From an optimization exercise on the open Yosys and OpenROAD flow, aimed at small area, a short achievable clock period and few clock cycles per item; shortcuts taken in it are not production practice.
Function was checked by simulation only, so behaviour that the tests miss may differ from the original.

==> nickel <==
Design rigid_body_drag_integrator, start of the top module:
module rigid_body_drag_integrator (
    input  logic               i_clk,
    input  logic               i_rst_n,
    input  logic               i_in_valid,
    output logic               o_in_stall,
    input  logic [126:0]       i_in_req,
    output logic               o_out_valid,
    input  logic               i_out_stall,
    output logic [191:0]       o_out_req,
    input  logic               i_cfg_valid,
    output logic               o_cfg_ready,
    input  logic               i_cfg_index,
    input  logic [31:0]        i_cfg_data
);
    assign o_cfg_ready = 1'b1;
    rbdi_dp u_dp (
        .i_clk       (i_clk),
        .i_rst_n     (i_rst_n),
        .i_in_valid  (i_in_valid),
        .o_in_stall  (o_in_stall),
        .i_in_req    (i_in_req),
        .o_out_valid (o_out_valid),
        .i_out_stall (i_out_stall),
        .o_out_req   (o_out_req),
        .i_cfg_valid (i_cfg_valid),
        .i_cfg_index (i_cfg_index),
  ...
==> flow/config.mk <==
export PLATFORM = sky130hd
export DESIGN_NAME = rigid_body_drag_integrator
export DESIGN_NICKNAME = rigid_body_drag_integrator
export VERILOG_FILES = /design/flow/design.v
export SDC_FILE = /design/flow/constraint.sdc
export NUM_CORES = 4
export LEC_CHECK = 0
export CAP_MARGIN = 20
export CORE_MARGIN = 2
export CORE_UTILIZATION = 40
export SLEW_MARGIN = 20
==> flow/constraint.sdc <==
create_clock -name core_clock -period 13.0 [get_ports {i_clk}]
set_input_delay 2.6000 -clock core_clock [delete_from_list [all_inputs] [get_ports {i_clk}]]
set_output_delay 2.6000 -clock core_clock [all_outputs]
set_load 0.01 [all_outputs]
run.sh (not shown) runs the stock make flow with config.mk's settings and CLKGATE_MAP_FILE= SYNTH_SCRIPT=/design/flow/synth_recipe.tcl, a recipe that flattens the netlist after the stock synthesis.
==> umber: changes against nickel <==
--- a/flow/design.v
+++ b/flow/design.v
@@ -15,47 +15,46 @@
     output logic               o_out_valid,
     input  logic               i_out_stall,
     output logic [191:0]       o_out_req,
     input  logic               i_cfg_valid,
     input  logic               i_cfg_index,
     input  logic [31:0]        i_cfg_data
 );
-    localparam int D = 22 / DS;    
+    localparam int D = 42 / DS;
     localparam logic [6:0] S_ACC  = 7'd9;
     localparam logic [6:0] S_DIV  = 7'd6;
     localparam logic [6:0] S_DV   = 7'(6 + D);
     localparam logic [6:0] S_LAST = 7'(8 + D);
     localparam logic [3:0] T_DSP  = 4'd7;
     localparam logic [3:0] T_END  = 4'd11;
     localparam logic [1:0] OP_SQ   = 2'd0;
     localparam logic [1:0] OP_K    = 2'd1;
     localparam logic [1:0] OP_DV   = 2'd2;
     localparam logic [1:0] OP_DISP = 2'd3;
     localparam logic [40:0] CAP = rbdi_pkg::CapVal;
     logic [2:0][31:0] r_vel;
     logic [2:0][31:0] r_disp;
     logic [30:0]      r_mass;        
-    logic [32:0]      r_mass3;       
     logic [30:0]      r_drag;
     logic             r_out_valid;
     logic [6:0]       r_step;
     logic [3:0]       r_tail;
     logic [30:0]      r_dt;
-    logic [2:0][43:0] r_q;
+    logic [2:0][41:0] r_q;
     logic [2:0][30:0] r_rem;
     logic [2:0]       r_ovf;
     logic [2:0]       r_neg;
     logic             r_v1, r_v2;
     logic [1:0]       r_op1, r_op2;
     logic [1:0]       r_ax1, r_ax2;
     logic             r_fl1, r_fl2;
     logic [40:0]      r_ma;
     logic [30:0]      r_mb;
-    logic [71:0]      w_prod;
-    logic [55:0]      r_p;           
+    logic [56:0]      r_pl;
+    logic [55:0]      r_ph;
     assign o_out_req   = {r_vel[0], r_vel[1], r_vel[2], r_disp[0], r_disp[1], r_disp[2]};
     assign o_out_valid = r_out_valid;
     assign o_in_stall  = (r_step != S_ACC);
     logic       t_iss;         
     logic [1:0] t_ax;
     logic       f_want;        
     logic       f_go;          
@@ -116,23 +115,23 @@
         for (int a = 0; a < 3; a++) begin
             div_en[a]    = f_go && (r_step >= S_DIV + 7'(a)) && (r_step < S_DV + 7'(a));
             div_first[a] = f_go && (r_step == S_DIV + 7'(a));
         end
     end
     logic [31:0] w_x;
     logic [31:0] w_absx;
-    logic [43:0] w_qs;
+    logic [41:0] w_qs;
     logic [40:0] w_capq;
     logic [40:0] w_a;
     logic [30:0] w_b;
     logic        w_fl;
     assign w_x    = r_vel[iss_ax];
     assign w_absx = w_x[31] ? (32'd0 - w_x) : w_x;
     assign w_qs   = r_q[iss_ax];
-    assign w_capq = (r_ovf[iss_ax] || (w_qs[43:41] != '0) || (w_qs[40] && (w_qs[39:0] != '0))) ? CAP : w_qs[40:0];
+    assign w_capq = (r_ovf[iss_ax] || w_qs[41] || (w_qs[40] && (w_qs[39:0] != '0))) ? CAP : w_qs[40:0];
     always_comb begin
         case (iss_op)
             OP_SQ: begin
                 w_a  = {13'd0, w_absx[27:0]};
                 w_b  = {3'd0, w_absx[27:0]};
                 w_fl = (w_absx[31:28] != '0);
             end
@@ -149,33 +148,32 @@
             default: begin
                 w_a  = {9'd0, w_absx};
                 w_b  = r_dt;
                 w_fl = w_x[31];
             end
         endcase
     end
-    logic [55:0] w_ph;
+    logic [56:0] w_ph;
     logic [40:0] w_s;
     logic [40:0] w_d;
     logic [32:0] w_dvc;
     logic [31:0] w_disp;
-    assign w_prod = {31'd0, r_ma} * {41'd0, r_mb};
-    assign w_ph   = r_p;
+    assign w_ph  = {1'b0, r_ph} + {16'd0, r_pl[56:16]};
     assign w_s   = r_fl2 ? CAP : w_ph[40:0];
-    assign w_d   = ((w_ph[55:41] != '0) || (w_ph[40] && (w_ph[39:0] != '0))) ? CAP : w_ph[40:0];
-    assign w_dvc = (w_ph[55:32] != '0) ? 33'h1_0000_0000 : w_ph[32:0];
+    assign w_d   = ((w_ph[56:41] != '0) || (w_ph[40] && (w_ph[39:0] != '0))) ? CAP : w_ph[40:0];
+    assign w_dvc = (w_ph[56:32] != '0) ? 33'h1_0000_0000 : w_ph[32:0];
     always_comb begin
         if (r_fl2) begin
-            if ((w_ph[55:32] != '0) || (w_ph[31] && (w_ph[30:0] != '0))) begin
+            if ((w_ph[56:32] != '0) || (w_ph[31] && (w_ph[30:0] != '0))) begin
                 w_disp = 32'h8000_0000;
             end else begin
                 w_disp = 32'd0 - w_ph[31:0];
             end
         end else begin
-            if (w_ph[55:31] != '0) begin
+            if (w_ph[56:31] != '0) begin
                 w_disp = 32'h7FFF_FFFF;
             end else begin
                 w_disp = w_ph[31:0];
             end
         end
     end
     logic signed [31:0] w_f;
@@ -212,67 +210,50 @@
             w_nv = 32'h7FFF_FFFF;
         end else if (w_sum < -34'sh0_8000_0000) begin
             w_nv = 32'h8000_0000;
         end else begin
             w_nv = w_sum[31:0];
         end
     end
-    logic [2:0][43:0] w_dq;
+    logic [2:0][41:0] w_dq;
     logic [2:0][30:0] w_dr;
     always_comb begin
         for (int a = 0; a < 3; a++) begin
-            logic [43:0] q;
+            logic [41:0] q;
             logic [30:0] r;
-            logic [32:0] t;
-            logic [33:0] s1, s2, s3;
+            logic [31:0] t;
+            logic [32:0] s;
             q = r_q[a];
             r = r_rem[a];
             for (int k = 0; k < DS; k++) begin
-                t  = {r, q[43:42]};
-                s1 = {1'b0, t} - {3'b000, r_mass};
-                s2 = {1'b0, t} - {2'b00, r_mass, 1'b0};
-                s3 = {1'b0, t} - {1'b0, r_mass3};
-                if (!s3[33]) begin
-                    q = {q[41:0], 2'd3};
-                    r = s3[30:0];
-                end else if (!s2[33]) begin
-                    q = {q[41:0], 2'd2};
-                    r = s2[30:0];
-                end else if (!s1[33]) begin
-                    q = {q[41:0], 2'd1};
-                    r = s1[30:0];
-                end else begin
-                    q = {q[41:0], 2'd0};
-                    r = t[30:0];
-                end
+                t = {r, q[41]};
+                s = {1'b0, t} - {2'b00, r_mass};
+                q = {q[40:0], !s[32]};
+                r = s[32] ? t[30:0] : s[30:0];
             end
             w_dq[a] = q;
             w_dr[a] = r;
         end
     end
-    logic [30:0] w_mass;
-    assign w_mass = (i_cfg_data[30:0] == '0) ? 31'd1 : i_cfg_data[30:0];
     always_ff @(posedge i_clk) begin
         if (!i_rst_n) begin
             r_mass      <= rbdi_pkg::MassReset;
-            r_mass3     <= 33'(rbdi_pkg::MassReset) * 33'd3;
             r_drag      <= rbdi_pkg::DragReset;
             r_vel       <= '0;
             r_out_valid <= 1'b0;
             r_step      <= 7'd0;
             r_tail      <= 4'd0;
             r_v1        <= 1'b0;
             r_v2        <= 1'b0;
         end else begin
             if (i_cfg_valid) begin
                 if (i_cfg_index) begin
                     r_drag <= i_cfg_data[30:0];
                 end else begin
-                    r_mass  <= w_mass;
-                    r_mass3 <= {2'b00, w_mass} + {1'b0, w_mass, 1'b0};
+                    r_mass <= (i_cfg_data[30:0] == '0) ? 31'd1 : i_cfg_data[30:0];
                 end
             end
             for (int a = 0; a < 3; a++) begin
                 if (r_v2 && r_op2 == OP_DV && r_ax2 == 2'(a)) begin
                     r_vel[a] <= w_nv;
                 end
             end
@@ -297,34 +278,35 @@
         r_ax1 <= iss_ax;
         r_fl1 <= w_fl;
         r_ma  <= w_a;
         r_mb  <= w_b;
         r_op2 <= r_op1;
         r_ax2 <= r_ax1;
         r_fl2 <= r_fl1;
-        r_p   <= w_prod[71:16];
+        r_pl  <= r_ma * r_mb[15:0];
+        r_ph  <= r_ma * r_mb[30:16];
         for (int a = 0; a < 3; a++) begin
             if (r_v2 && r_ax2 == 2'(a)) begin
                 case (r_op2)
-                    OP_SQ: r_q[a] <= {3'b000, w_s};
+                    OP_SQ: r_q[a] <= {1'b0, w_s};
                     OP_K: begin
-                        r_rem[a] <= {18'd0, w_n[40:28]};
-                        r_q[a]   <= {w_n[27:0], 16'd0};
+                        r_rem[a] <= {16'd0, w_n[40:26]};
+                        r_q[a]   <= {w_n[25:0], 16'd0};
                         r_neg[a] <= w_net[42];
                     end
                     OP_DISP: r_disp[a] <= w_disp;
                     default: ;
                 endcase
             end
             if (div_en[a]) begin
                 r_q[a]   <= w_dq[a];
                 r_rem[a] <= w_dr[a];
             end
             if (div_first[a]) begin
-                r_ovf[a] <= ({18'd0, r_rem[a][12:0]} >= r_mass);
+                r_ovf[a] <= ({16'd0, r_rem[a][14:0]} >= r_mass);
             end
         end
     end
 endmodule
 module rigid_body_drag_integrator (
     input  logic               i_clk,
     input  logic               i_rst_n,
==> zinc: changes against nickel <==
--- a/flow/design.v
+++ b/flow/design.v
@@ -48,14 +48,16 @@
     logic [1:0]       r_op1, r_op2;
     logic [1:0]       r_ax1, r_ax2;
     logic             r_fl1, r_fl2;
     logic [40:0]      r_ma;
     logic [30:0]      r_mb;
     logic [71:0]      w_prod;
     logic [55:0]      r_p;           
+    logic signed [32:0] r_h;         
+    logic             r_hv;          
     assign o_out_req   = {r_vel[0], r_vel[1], r_vel[2], r_disp[0], r_disp[1], r_disp[2]};
     assign o_out_valid = r_out_valid;
     assign o_in_stall  = (r_step != S_ACC);
     logic       t_iss;         
     logic [1:0] t_ax;
     logic       f_want;        
     logic       f_go;          
@@ -151,22 +153,18 @@
                 w_b  = r_dt;
                 w_fl = w_x[31];
             end
         endcase
     end
     logic [55:0] w_ph;
     logic [40:0] w_s;
-    logic [40:0] w_d;
-    logic [32:0] w_dvc;
     logic [31:0] w_disp;
     assign w_prod = {31'd0, r_ma} * {41'd0, r_mb};
     assign w_ph   = r_p;
     assign w_s   = r_fl2 ? CAP : w_ph[40:0];
-    assign w_d   = ((w_ph[55:41] != '0) || (w_ph[40] && (w_ph[39:0] != '0))) ? CAP : w_ph[40:0];
-    assign w_dvc = (w_ph[55:32] != '0) ? 33'h1_0000_0000 : w_ph[32:0];
     always_comb begin
         if (r_fl2) begin
             if ((w_ph[55:32] != '0) || (w_ph[31] && (w_ph[30:0] != '0))) begin
                 w_disp = 32'h8000_0000;
             end else begin
                 w_disp = 32'd0 - w_ph[31:0];
             end
@@ -174,43 +172,60 @@
             if (w_ph[55:31] != '0) begin
                 w_disp = 32'h7FFF_FFFF;
             end else begin
                 w_disp = w_ph[31:0];
             end
         end
     end
-    logic signed [31:0] w_f;
-    logic signed [42:0] w_fx;
-    logic signed [42:0] w_dx;
-    logic signed [42:0] w_net;
-    logic signed [42:0] w_ndn;
-    logic [42:0]        w_nm;
+    logic signed [31:0] w_f1;
+    logic signed [32:0] w_h1;
+    logic               w_dcap;
+    logic signed [43:0] w_y;
+    logic signed [43:0] w_yn;
+    logic [43:0]        w_ym;
     logic [40:0]        w_n;
+    logic               w_neg;
     always_comb begin
-        case (r_ax2)
-            2'd1:    w_f = i_in_req[63:32];
-            2'd2:    w_f = i_in_req[31:0];
-            default: w_f = i_in_req[95:64];
+        case (r_ax1)
+            2'd1:    w_f1 = i_in_req[63:32];
+            2'd2:    w_f1 = i_in_req[31:0];
+            default: w_f1 = i_in_req[95:64];
         endcase
     end
-    assign w_fx  = $signed({{11{w_f[31]}}, w_f});
-    assign w_dx  = r_vel[r_ax2][31] ? $signed(43'd0 - {2'b00, w_d}) : $signed({2'b00, w_d});
-    assign w_net = w_fx - w_dx;
-    assign w_ndn = w_dx - w_fx;
-    assign w_nm  = w_net[42] ? $unsigned(w_ndn) : $unsigned(w_net);
-    assign w_n   = ((w_nm[42:41] != '0) || (w_nm[40] && (w_nm[39:0] != '0))) ? CAP : w_nm[40:0];
+    assign w_h1 = r_vel[r_ax1][31] ? -$signed({w_f1[31], w_f1}) : $signed({w_f1[31], w_f1});
+    assign w_dcap = (w_ph[55:41] != '0) || (w_ph[40] && (w_ph[39:0] != '0));
+    assign w_y    = $signed({{11{r_h[32]}}, r_h}) - $signed({3'b000, w_ph[40:0]});
+    assign w_yn   = $signed({3'b000, w_ph[40:0]}) - $signed({{11{r_h[32]}}, r_h});
+    assign w_ym   = w_y[43] ? $unsigned(w_yn) : $unsigned(w_y);
+    always_comb begin
+        if (w_dcap) begin
+            w_n   = r_h[32] ? CAP : (CAP - {8'd0, r_h});
+            w_neg = !r_hv;
+        end else begin
+            w_n   = ((w_ym[43:41] != '0) || (w_ym[40] && (w_ym[39:0] != '0))) ? CAP : w_ym[40:0];
+            w_neg = r_hv ? (!w_y[43] && (w_y != '0)) : w_y[43];
+        end
+    end
     logic signed [31:0] w_v;
-    logic signed [33:0] w_dv;
+    logic               w_dneg;
+    logic               w_dbig;
+    logic [33:0]        w_dvx;
+    logic [34:0]        w_sum1;
     logic signed [33:0] w_sum;
     logic [31:0]        w_nv;
-    assign w_v   = r_vel[r_ax2];
-    assign w_dv  = r_neg[r_ax2] ? $signed(34'd0 - {1'b0, w_dvc}) : $signed({1'b0, w_dvc});
-    assign w_sum = $signed({{2{w_v[31]}}, w_v}) + w_dv;
+    assign w_v    = r_vel[r_ax2];
+    assign w_dneg = r_neg[r_ax2];
+    assign w_dbig = (w_ph[55:32] != '0);
+    assign w_dvx  = {2'b00, w_ph[31:0]} ^ {34{w_dneg}};
+    assign w_sum1 = {w_v[31], w_v[31], w_v, 1'b1} + {w_dvx, w_dneg};
+    assign w_sum  = $signed(w_sum1[34:1]);
     always_comb begin
-        if ((w_sum >= -34'sd655) && (w_sum <= 34'sd655)) begin
+        if (w_dbig) begin
+            w_nv = w_dneg ? 32'h8000_0000 : 32'h7FFF_FFFF;
+        end else if ((w_sum >= -34'sd655) && (w_sum <= 34'sd655)) begin
             w_nv = 32'd0;
         end else if (w_sum > 34'sh0_7FFF_FFFF) begin
             w_nv = 32'h7FFF_FFFF;
         end else if (w_sum < -34'sh0_8000_0000) begin
             w_nv = 32'h8000_0000;
         end else begin
             w_nv = w_sum[31:0];
@@ -298,22 +313,24 @@
         r_fl1 <= w_fl;
         r_ma  <= w_a;
         r_mb  <= w_b;
         r_op2 <= r_op1;
         r_ax2 <= r_ax1;
         r_fl2 <= r_fl1;
         r_p   <= w_prod[71:16];
+        r_h   <= w_h1;
+        r_hv  <= r_vel[r_ax1][31];
         for (int a = 0; a < 3; a++) begin
             if (r_v2 && r_ax2 == 2'(a)) begin
                 case (r_op2)
                     OP_SQ: r_q[a] <= {3'b000, w_s};
                     OP_K: begin
                         r_rem[a] <= {18'd0, w_n[40:28]};
                         r_q[a]   <= {w_n[27:0], 16'd0};
-                        r_neg[a] <= w_net[42];
+                        r_neg[a] <= w_neg;
                     end
                     OP_DISP: r_disp[a] <= w_disp;
                     default: ;
                 endcase
             end
             if (div_en[a]) begin
                 r_q[a]   <= w_dq[a];
Settings changed: SETUP_SLACK_MARGIN from default to 5.
==> flow_metrics.tcl <==
set metrics [dict create \
    rrSetupSlack_ns 0.72 \
    tightest_slew_ns 1.289 \
    power_density_nw_per_um2 95.16 \
    utilization_pct 44.77 \
    numCtsBuffers 86 \
    synth.avg_cell_area_um2 8.496 \
    buffers_excl_clock 558 \
    clock_area_share_pct 3.052 \
    status "finished clean" \
    cp.arrival_ns 12.86 \
]
Source of the figures above: umber

==> flow_metrics.tcl <==
set metrics [dict create \
    status "finished clean" \
    yosys-mux-area-fraction_pct 1.966 \
    power_density_nw_per_um2 101.6 \
    buffers_excl_clock 586 \
    utilization_pct 44.03 \
    die_h_um 528.0 \
    numCtsBuffers 87 \
    cp.arrival_ns 12.41 \
    synth.avg_cell_area_um2 8.149 \
    use_met2_pct 41.66 \
    tightest_slew_ns 1.274 \
    cts_sinks 700 \
    rrSetupSlack_ns 1.17 \
    clock_area_share_pct 2.462 \
    netlist_top_cells_area "fa_1 (21%), ha_1 (12%), edfxtp_1 (9.8%), nand2_1 (7.4%), dfxtp_1 (6.2%)" \
    async_flop_share_pct 0 \
]
Source of the figures above: nickel

==> flow_metrics.tcl <==
set metrics [dict create \
    status "finished clean" \
    clk_pin_slew_ns 0.06 \
    critPathLaunchType "flop" \
    grt_pass1_vias 100254 \
    clkLatencyLatePin_ns 0.83 \
    utilization_pct 46.55 \
    p_comb_share_pct 56.0 \
    layout-drive-gt1-share_pct 8.815 \
    clock_area_share_pct 2.394 \
    rrSetupSlack_ns 4.72 \
    synth.avg_cell_area_um2 8.173 \
    buffers_excl_clock 939 \
    synth_top_family_by_area "adder cells" \
    async_flop_share_pct 0 \
    numCtsBuffers 91 \
]
Source of the figures above: zinc

Testbench counts of nickel, summed over its fixed seeds: cycles 48,288, items 2,400.
Testbench counts of umber, summed over its fixed seeds: cycles 72,288, items 2,400.
Testbench counts of zinc, summed over its fixed seeds: cycles 48,288, items 2,400.

## separate check: timing with driven ports
No port has a modelled driver above. Below, the same layouts with a new extraction and two added sets of constraints.
Step 1: set_driving_cell puts a clkbuf_16 on i_clk and a buf_2 on each other input, an assumption about the parent block.
Step 2 also shifts input and output timing later by t, the mid clock arrival at the registers, as if the neighbouring blocks saw the same clock.
a / b / c = ideal / step 1 / step 2; a / b = the first two.
run	shift t [ns]	setup slack, ns	hold WS [ns]	worst setup path at the end	worst data-port slew with drivers (ns)
nickel	0.838	1.173 / 1.173 / 1.173	0.328 / 0.328 / 0.328	register to register	0.21
umber	0.808	0.716 / 0.716 / 0.716	0.327 / 0.327 / 0.327	register to register	0.11
zinc	0.869	4.724 / 4.724 / 4.497	0.341 / 0.341 / 0.341	input to register	0.19
After both steps setup and hold are still met in every run listed. The setup slack of zinc, which loses most, moves by 0.000 ns with the drivers and by -0.227 ns with both steps.
